From an optimization exercise on the open Yosys and OpenROAD flow, aimed at small area and a short achievable clock period; shortcuts taken in it are not production practice.
The RTL was checked by simulation tests, not by an equivalence proof against the original design.
No activity file was given, so power comes from the tool's default toggle rates.

==> flow/design.v (excerpt) <==
module irq_ctrl_top
(
    input  logic        CLOCK_50,
    input  logic        rst_n_i,
    input  logic        key_valid_i,
    input  logic [7:0]  key_code_i,
    input  logic        psel_i,
    input  logic        penable_i,
    input  logic        pwrite_i,
    input  logic [7:0]  paddr_i,
    input  logic [31:0] pwdata_i,
    output logic [31:0] prdata_o,
    output logic        pready_o,
    output logic        pslverr_o,
    output logic        irq_o
);
Size: ~0.028 mm2 of cells after synthesis.
==> flow/config.mk <==
export PLATFORM = sky130hd
export DESIGN_NAME = irq_ctrl_top
export DESIGN_NICKNAME = irq_ctrl_top
export VERILOG_FILES = /design/flow/design.v
export SDC_FILE = /design/flow/constraint.sdc
export NUM_CORES = 4
export LEC_CHECK = 0
export CAP_MARGIN = 20
export CORE_MARGIN = 2
export CORE_UTILIZATION = 65
export CTS_CLUSTER_DIAMETER = 80
export CTS_CLUSTER_SIZE = 30
export SETUP_SLACK_MARGIN = 3.4
export SLEW_MARGIN = 20
==> flow/constraint.sdc <==
create_clock -name core_clock -period 5.5 [get_ports {CLOCK_50}]
set_input_delay 1.1000 -clock core_clock [delete_from_list [all_inputs] [get_ports {CLOCK_50}]]
set_output_delay 1.1000 -clock core_clock [all_outputs]
set_load 0.01 [all_outputs]
standard.sh (not shown) runs the stock make flow with config.mk's settings and CLKGATE_MAP_FILE= SYNTH_SCRIPT=/design/flow/synth_recipe.tcl, a recipe that flattens the netlist after the stock synthesis.
==> flow/flow/run.sh <==
#!/bin/bash
# Standard layout, with plain buffers (not delay cells) on the ports.
set -euo pipefail
bash standard.sh "BUFFER_PORTS_ARGS=-buffer_cell sky130_fd_sc_hd__buf_2" finish > orfs_make.log 2>&1
The first run went through all stages and came out clean.
Rerun with:
SETUP_SLACK_MARGIN = 3.3   (was 3.4)
TNS_END_PERCENT = 5   (was not set)
- wire length drops by a few percent
- register-to-register slack gets worse by 0.17 ns
- first-iteration DRC count drops by a few percent
- flip-flop and latch count does not change
- synthesized cell count is unchanged
- utilization drops by 2.2 points
- worst setup slack gets worse by 0.11 ns
- final cell count drops slightly
- critical path depth climbs by 7
- power drops slightly
Rerun with:
CORE_UTILIZATION = 60   (was 65)
TNS_END_PERCENT = not set   (was 5)
Effect: Cell area rises by about 1.6%; die area rises by about 8%; synthesized area is unchanged; final cell count rises by 2.8%; maximum frequency rises by 6.9%; routed wire length rises by 4.4%; worst setup slack gains 0.15 ns; non-clock buffer count rises by 8; count of clock-buffer cells in the layout rises by 1; clock power rises by about 4%; clock skew rises by 0.016 ns.
Rerun with:
CORE_UTILIZATION = 62   (was 60)
- The changed run went through all stages and came out clean
- cell count goes down by 0.80%
- power fell by 0.64%
- setup slack is worse by 0.069 ns
- first-iteration DRC count goes up by 20%
- final area hardly moves
- routed wire length fell by 2.7%
- clock-buffer cell count shrinks by 4
- hold slack got worse by 0.016 ns
- area after synthesis is unchanged
- sequential cell count stays the same
- critical path depth fell by 1
Rerun with:
CORE_UTILIZATION = 65   (was 62)
SETUP_SLACK_MARGIN = 3   (was 3.3)
Result:
- non-clock buffer count goes down by 15
- count of clock-buffer cells in the layout grows by 5
- clock power falls by about 3%
- cell area goes down by 3.0%
- area after synthesis stays the same
- power fell by 2.5%
- utilization increases by 0.47 points
- hold slack is better by 0.0087 ns
- synthesized cell count does not change
- via count is about the same

========
The RTL this note starts from:
==> flow/design.v <==
`timescale 1ns/1ps
package irq_pkg;
    localparam int DATA_W = 32;
    localparam int KEY_W  = 8;
    localparam int ADDR_W = 8;
    localparam int NUM_IRQ_TYPES = 4;
    localparam int TYPE_W        = $clog2(NUM_IRQ_TYPES);
    typedef logic [TYPE_W-1:0] irq_type_t;
    localparam irq_type_t IRQ_TYPE_KEY = irq_type_t'(0);
    typedef struct packed {
        irq_type_t         irq_type;
        logic [DATA_W-1:0] value;
    } irq_entry_t;
    localparam int KEY_FIFO_DEPTH  = 5;
    localparam int IRQ_QUEUE_DEPTH = 10;
    localparam logic [ADDR_W-1:0] REG_CODE_BASE = 8'h00;
    localparam logic [ADDR_W-1:0] REG_STATUS    = 8'h04;
    localparam logic [ADDR_W-1:0] REG_ISR_ADDR  = 8'h08;
    localparam logic [ADDR_W-1:0] REG_ISR_VALUE = 8'h0C;
    localparam logic [ADDR_W-1:0] REG_SW_RAISE  = 8'h10;
    localparam logic [ADDR_W-1:0] REG_EOI       = 8'h14;
    localparam logic [ADDR_W-1:0] REG_VECTOR_0  = 8'h20;
    localparam int STAT_IN_SERVICE = 0;
    localparam int STAT_Q_EMPTY    = 1;
    localparam int STAT_OVERFLOW   = 2;
endpackage
`timescale 1ns/1ps
`timescale 1ns/1ps
`timescale 1ns/1ps
`timescale 1ns/1ps
`timescale 1ns/1ps
module irq_ctrl_top
(
    input  logic        CLOCK_50,
    input  logic        rst_n_i,
    input  logic        key_valid_i,
    input  logic [7:0]  key_code_i,
    input  logic        psel_i,
    input  logic        penable_i,
    input  logic        pwrite_i,
    input  logic [7:0]  paddr_i,
    input  logic [31:0] pwdata_i,
    output logic [31:0] prdata_o,
    output logic        pready_o,
    output logic        pslverr_o,
    output logic        irq_o
);
    localparam int KDEPTH = 5;
    localparam int QDEPTH = 10;
    logic [7:0]  kmem [KDEPTH];
    logic [2:0]  kwp, krp;
    logic [2:0]  kcnt;
    logic        kempty, kfull;
    logic        overflow;
    logic        kw;
    logic [2:0]  kprev;
    logic [31:0] qmem [QDEPTH];
    logic [3:0]  qwp, qrp;
    logic [3:0]  qcnt;
    logic        qempty, qfull;
    logic        d_wait, d_cap;
    logic        irq;
    logic [1:0]  act_type;
    logic [29:0] act_val;
    logic [31:0] code_base;
    logic [31:0] vectors [4];
    logic        sw_req;
    logic [1:0]  sw_type;
    logic [29:0] sw_val;
    logic        w_cb, w_raise, w_eoi;
    logic [3:0]  w_vec;
    logic        err_r;
    logic        stall_r;
    logic [31:0] rdata_r;
    logic [31:0] p_r;
    logic        acc;
    logic        key_wr, key_rd;
    logic        sw_go, blocked;
    logic        q_wr, q_rd;
    logic        wr_raise, eoi;
    logic [31:0] q_in;
    logic [31:0] q_head;
    logic [7:0]  key_byte;
    assign acc = psel_i && penable_i;
    assign key_byte = kmem[kprev];
    assign q_head = qmem[qrp];
    assign key_wr  = key_valid_i && !kfull;
    assign key_rd  = !kw && !qfull && !kempty;
    assign blocked = kw || qfull || !kempty;
    assign sw_go   = sw_req && !blocked;
    assign q_wr    = q_wr_r;
    assign q_in    = kw ? {2'b00, 22'd0, key_byte} : {sw_type, sw_val};
    assign q_rd    = !d_wait && !d_cap && !irq && !qempty;
    assign wr_raise = acc && w_raise && !(sw_req && blocked);
    assign eoi      = acc && w_eoi;
    logic        kempty_n, kfull_n, overflow_n;
    logic        qempty_n, qfull_n;
    logic        kw_n, sw_req_n, irq_n;
    logic        d_wait_n, d_cap_n;
    logic        q_wr_r;
    always_comb
    begin
        kempty_n   = kempty;
        kfull_n    = kfull;
        qempty_n   = qempty;
        qfull_n    = qfull;
        if (key_wr && !key_rd)
        begin
            kempty_n = 1'b0;
            kfull_n  = (kcnt == 3'd4);
        end
        else if (!key_wr && key_rd)
        begin
            kempty_n = (kcnt == 3'd1);
            kfull_n  = 1'b0;
        end
        if (q_wr && !q_rd)
        begin
            qempty_n = 1'b0;
            qfull_n  = (qcnt == 4'd9);
        end
        else if (!q_wr && q_rd)
        begin
            qempty_n = (qcnt == 4'd1);
            qfull_n  = 1'b0;
        end
        overflow_n = overflow || (key_valid_i && kfull);
        kw_n       = key_rd;
        sw_req_n   = wr_raise || (sw_req && !sw_go);
        d_wait_n   = q_rd;
        d_cap_n    = d_wait;
        irq_n      = d_cap || (irq && !eoi);
        if (!rst_n_i)
        begin
            kempty_n   = 1'b1;
            kfull_n    = 1'b0;
            qempty_n   = 1'b1;
            qfull_n    = 1'b0;
            overflow_n = 1'b0;
            kw_n       = 1'b0;
            sw_req_n   = 1'b0;
            d_wait_n   = 1'b0;
            d_cap_n    = 1'b0;
            irq_n      = 1'b0;
        end
    end
    always_ff @(posedge CLOCK_50)
    begin
        kempty   <= kempty_n;
        kfull    <= kfull_n;
        qempty   <= qempty_n;
        qfull    <= qfull_n;
        overflow <= overflow_n;
        kw       <= kw_n;
        sw_req   <= sw_req_n;
        d_wait   <= d_wait_n;
        d_cap    <= d_cap_n;
        irq      <= irq_n;
        q_wr_r   <= !qfull_n && (kw_n || (sw_req_n && kempty_n));
    end
    always_ff @(posedge CLOCK_50)
    begin
        if (!rst_n_i)
        begin
            kwp  <= '0;
            krp  <= '0;
            kcnt <= '0;
            qwp  <= '0;
            qrp  <= '0;
            qcnt <= '0;
        end
        else
        begin
            if (key_wr)
            begin
                kwp <= (kwp == 3'(KDEPTH - 1)) ? '0 : kwp + 1'b1;
            end
            if (key_rd)
            begin
                krp <= (krp == 3'(KDEPTH - 1)) ? '0 : krp + 1'b1;
            end
            if (key_wr != key_rd)
            begin
                kcnt <= key_wr ? kcnt + 1'b1 : kcnt - 1'b1;
            end
            if (q_wr)
            begin
                qwp <= (qwp == 4'(QDEPTH - 1)) ? '0 : qwp + 1'b1;
            end
            if (q_rd)
            begin
                qrp <= (qrp == 4'(QDEPTH - 1)) ? '0 : qrp + 1'b1;
            end
            if (q_wr != q_rd)
            begin
                qcnt <= q_wr ? qcnt + 1'b1 : qcnt - 1'b1;
            end
        end
    end
    always_ff @(posedge CLOCK_50)
    begin
        for (int i = 0; i < KDEPTH; i++)
        begin
            if (key_wr && kwp == 3'(i))
            begin
                kmem[i] <= key_code_i;
            end
        end
        kprev <= krp;
        for (int i = 0; i < QDEPTH; i++)
        begin
            if (q_wr && qwp == 4'(i))
            begin
                qmem[i] <= q_in;
            end
        end
        if (q_rd)
        begin
            act_type <= q_head[31:30];
            act_val  <= q_head[29:0];
        end
        if (wr_raise)
        begin
            sw_type <= pwdata_i[1:0];
            sw_val  <= pwdata_i[31:2];
        end
    end
    logic [31:0] wdata;
    assign wdata = pwdata_i & {32{rst_n_i}};
    logic [31:0] cb_n;
    assign cb_n = (!rst_n_i || (acc && w_cb)) ? wdata : code_base;
    always_ff @(posedge CLOCK_50)
    begin
        code_base <= cb_n;
        for (int i = 0; i < 4; i++)
        begin
            if (!rst_n_i || (acc && w_vec[i]))
            begin
                vectors[i] <= wdata;
            end
        end
    end
    logic        a_vec, a_ok;
    logic [31:0] isr_addr;
    logic [31:0] rdata_n;
    assign a_vec = (paddr_i[7:4] == 4'h2) && (paddr_i[1:0] == 2'b00);
    assign a_ok  = a_vec || ((paddr_i[7:5] == 3'b000) && (paddr_i[1:0] == 2'b00)
                             && (paddr_i[4:2] <= 3'd5));
    logic [31:0] vsel_n;
    assign vsel_n = (acc && w_vec[act_type]) ? pwdata_i : vectors[act_type];
    always_ff @(posedge CLOCK_50)
    begin
        p_r <= cb_n ^ vsel_n;
    end
    logic [31:0] kg [6];
    logic [31:0] kp [6];
    assign kg[0] = code_base & ~p_r;
    assign kp[0] = p_r;
    for (genvar l = 0; l < 5; l++)
    begin : g_ks
        for (genvar i = 0; i < 32; i++)
        begin : g_bit
            if (i >= (1 << l))
            begin : g_op
                assign kg[l+1][i] = kg[l][i] | (kp[l][i] & kg[l][i-(1<<l)]);
                assign kp[l+1][i] = kp[l][i] & kp[l][i-(1<<l)];
            end
            else
            begin : g_pass
                assign kg[l+1][i] = kg[l][i];
                assign kp[l+1][i] = kp[l][i];
            end
        end
    end
    assign isr_addr = p_r ^ {kg[5][30:0], 1'b0};
    logic        s_cb, s_st, s_isr, s_av;
    logic [3:0]  s_v;
    assign s_cb  = !paddr_i[5] && !paddr_i[4] && (paddr_i[3:2] == 2'd0);
    assign s_st  = !paddr_i[5] && !paddr_i[4] && (paddr_i[3:2] == 2'd1);
    assign s_isr = !paddr_i[5] && !paddr_i[4] && (paddr_i[3:2] == 2'd2);
    assign s_av  = !paddr_i[5] && !paddr_i[4] && (paddr_i[3:2] == 2'd3);
    for (genvar i = 0; i < 4; i++)
    begin : g_sv
        assign s_v[i] = paddr_i[5] && (paddr_i[3:2] == 2'(i));
    end
    always_comb
    begin
        rdata_n = ({32{s_cb}}  & code_base)
                | ({32{s_st}}  & {29'd0, overflow_n, qempty_n, irq_n})
                | ({32{s_isr}} & isr_addr)
                | ({32{s_av}}  & {2'b00, act_val});
        for (int i = 0; i < 4; i++)
        begin
            rdata_n = rdata_n | ({32{s_v[i]}} & vectors[i]);
        end
    end
    always_ff @(posedge CLOCK_50)
    begin
        w_cb    <= pwrite_i && (paddr_i == 8'h00);
        w_raise <= pwrite_i && (paddr_i == 8'h10);
        w_eoi   <= pwrite_i && (paddr_i == 8'h14);
        for (int i = 0; i < 4; i++)
        begin
            w_vec[i] <= pwrite_i && a_vec && (paddr_i[3:2] == 2'(i));
        end
        err_r   <= !a_ok;
        stall_r <= pwrite_i && (paddr_i == 8'h10) && sw_req_n
                   && (kw_n || qfull_n || !kempty_n);
        rdata_r <= rdata_n;
    end
    assign prdata_o  = rdata_r;
    assign pready_o  = !stall_r;
    assign pslverr_o = err_r;
    assign irq_o     = irq;
endmodule
clock: 5.5 ns
lec_check: 0
cap_margin: 20
core_margin: 2
core_utilization: 65
cts_cluster_diameter: 80
cts_cluster_size: 30
setup_slack_margin: 3.35
slew_margin: 20
Scripts as last shown in full above: flow/flow/run.sh
==> next run, changes <==
==> flow/flow/run.sh (replaced) <==
#!/bin/bash
# Standard layout, with small plain buffers (not delay cells) on the ports.
set -euo pipefail
bash standard.sh "BUFFER_PORTS_ARGS=-buffer_cell sky130_fd_sc_hd__buf_1" finish > orfs_make.log 2>&1
--- a/flow/config.mk
+++ b/flow/config.mk
@@ -9,6 +9,6 @@
 export CORE_MARGIN = 2
-export CORE_UTILIZATION = 65
+export CORE_UTILIZATION = 60
 export CTS_CLUSTER_DIAMETER = 80
 export CTS_CLUSTER_SIZE = 30
-export SETUP_SLACK_MARGIN = 3.35
+export SETUP_SLACK_MARGIN = 3.3
 export SLEW_MARGIN = 20
Die area came out higher by 8.2%.
Worst setup slack degrades by 0.072 ns.
Global-route usage came out lower by 1.8 points.
Routed wire length grows by 1.5%.
Critical path depth is unchanged.
Area after synthesis is unchanged.
Via count is about the same.
Cell area shrinks by 0.32%.
First-iteration DRC count goes down by 28%.
==> next run, changes <==
==> flow/flow/run.sh (replaced) <==
#!/bin/bash
# Standard layout, with plain buffers (not delay cells) on the ports.
set -euo pipefail
bash standard.sh "BUFFER_PORTS_ARGS=-buffer_cell sky130_fd_sc_hd__buf_2" finish > orfs_make.log 2>&1
--- a/flow/config.mk
+++ b/flow/config.mk
@@ -12,3 +12,3 @@
 export CTS_CLUSTER_SIZE = 30
-export SETUP_SLACK_MARGIN = 3.3
+export SETUP_SLACK_MARGIN = 3.25
 export SLEW_MARGIN = 20
After rerunning: The changed run passed the timing, DRC and antenna checks; worst hold slack improved by 0.0071 ns; setup slack improved by 0.077 ns; die area does not change; sequential power hardly moves; global-route usage fell by 0.40 points; final area fell by 0.51%; routed wire length fell by 1.1%; total power fell by 0.35%; register-to-register slack improved by 0.08 ns; clock-buffer cell count fell by 2; cell count fell by 0.45%.
==> next run, changes <==
--- a/flow/config.mk
+++ b/flow/config.mk
@@ -9,6 +9,6 @@
 export CORE_MARGIN = 2
-export CORE_UTILIZATION = 60
+export CORE_UTILIZATION = 65
 export CTS_CLUSTER_DIAMETER = 80
 export CTS_CLUSTER_SIZE = 30
-export SETUP_SLACK_MARGIN = 3.25
+export SETUP_SLACK_MARGIN = 3.3
 export SLEW_MARGIN = 20
The changed run went through all stages and came out clean.
Via count grows by 1.3%.
Worst hold slack is about the same.
Routed wire length drops by 1.7%.
Synthesized cell count does not change.
Global-route usage is higher by 1.9 points.

## separate check: timing with driven ports
No port has a modelled driver above. Below, the same layouts with a new extraction and two added sets of constraints. Step 1 assumes that a clkbuf_16 drives the clock port and a buf_2 every other input. Step 2 also shifts input and output timing later by t, the mid clock arrival at the registers, as if the neighbouring blocks saw the same clock. a / b / c = no drivers / after step 1 / after step 2; a / b = the first two.
run	shift t [ns]	setup slack, ns	clock arrival spread, ns
the first run of note 1	0.675	3.272 / 3.213 / 2.736	0.022 / 0.022
the second run of note 1	0.683	3.164 / 3.121 / 2.534	0.028 / 0.027
the third run of note 1	0.637	3.316 / 3.265 / 2.738	0.043 / 0.043
the fourth run of note 1	0.673	3.246 / 3.227 / 2.681	0.026 / 0.026
the fifth run of note 1	0.675	3.024 / 2.974 / 2.455	0.021 / 0.022
the first run of note 2	0.668	3.263 / 3.224 / 2.666	0.025 / 0.026
the second run of note 2	0.623	3.191 / 3.191 / 2.766	0.029 / 0.029
the third run of note 2	0.682	3.268 / 3.208 / 2.652	0.023 / 0.023
the fourth run of note 2	0.629	3.310 / 3.265 / 2.752	0.036 / 0.035
After both steps every run listed still meets setup and hold. The setup slack of the second run of note 1, which loses most, moves by -0.043 ns with the drivers and by -0.630 ns with both steps.
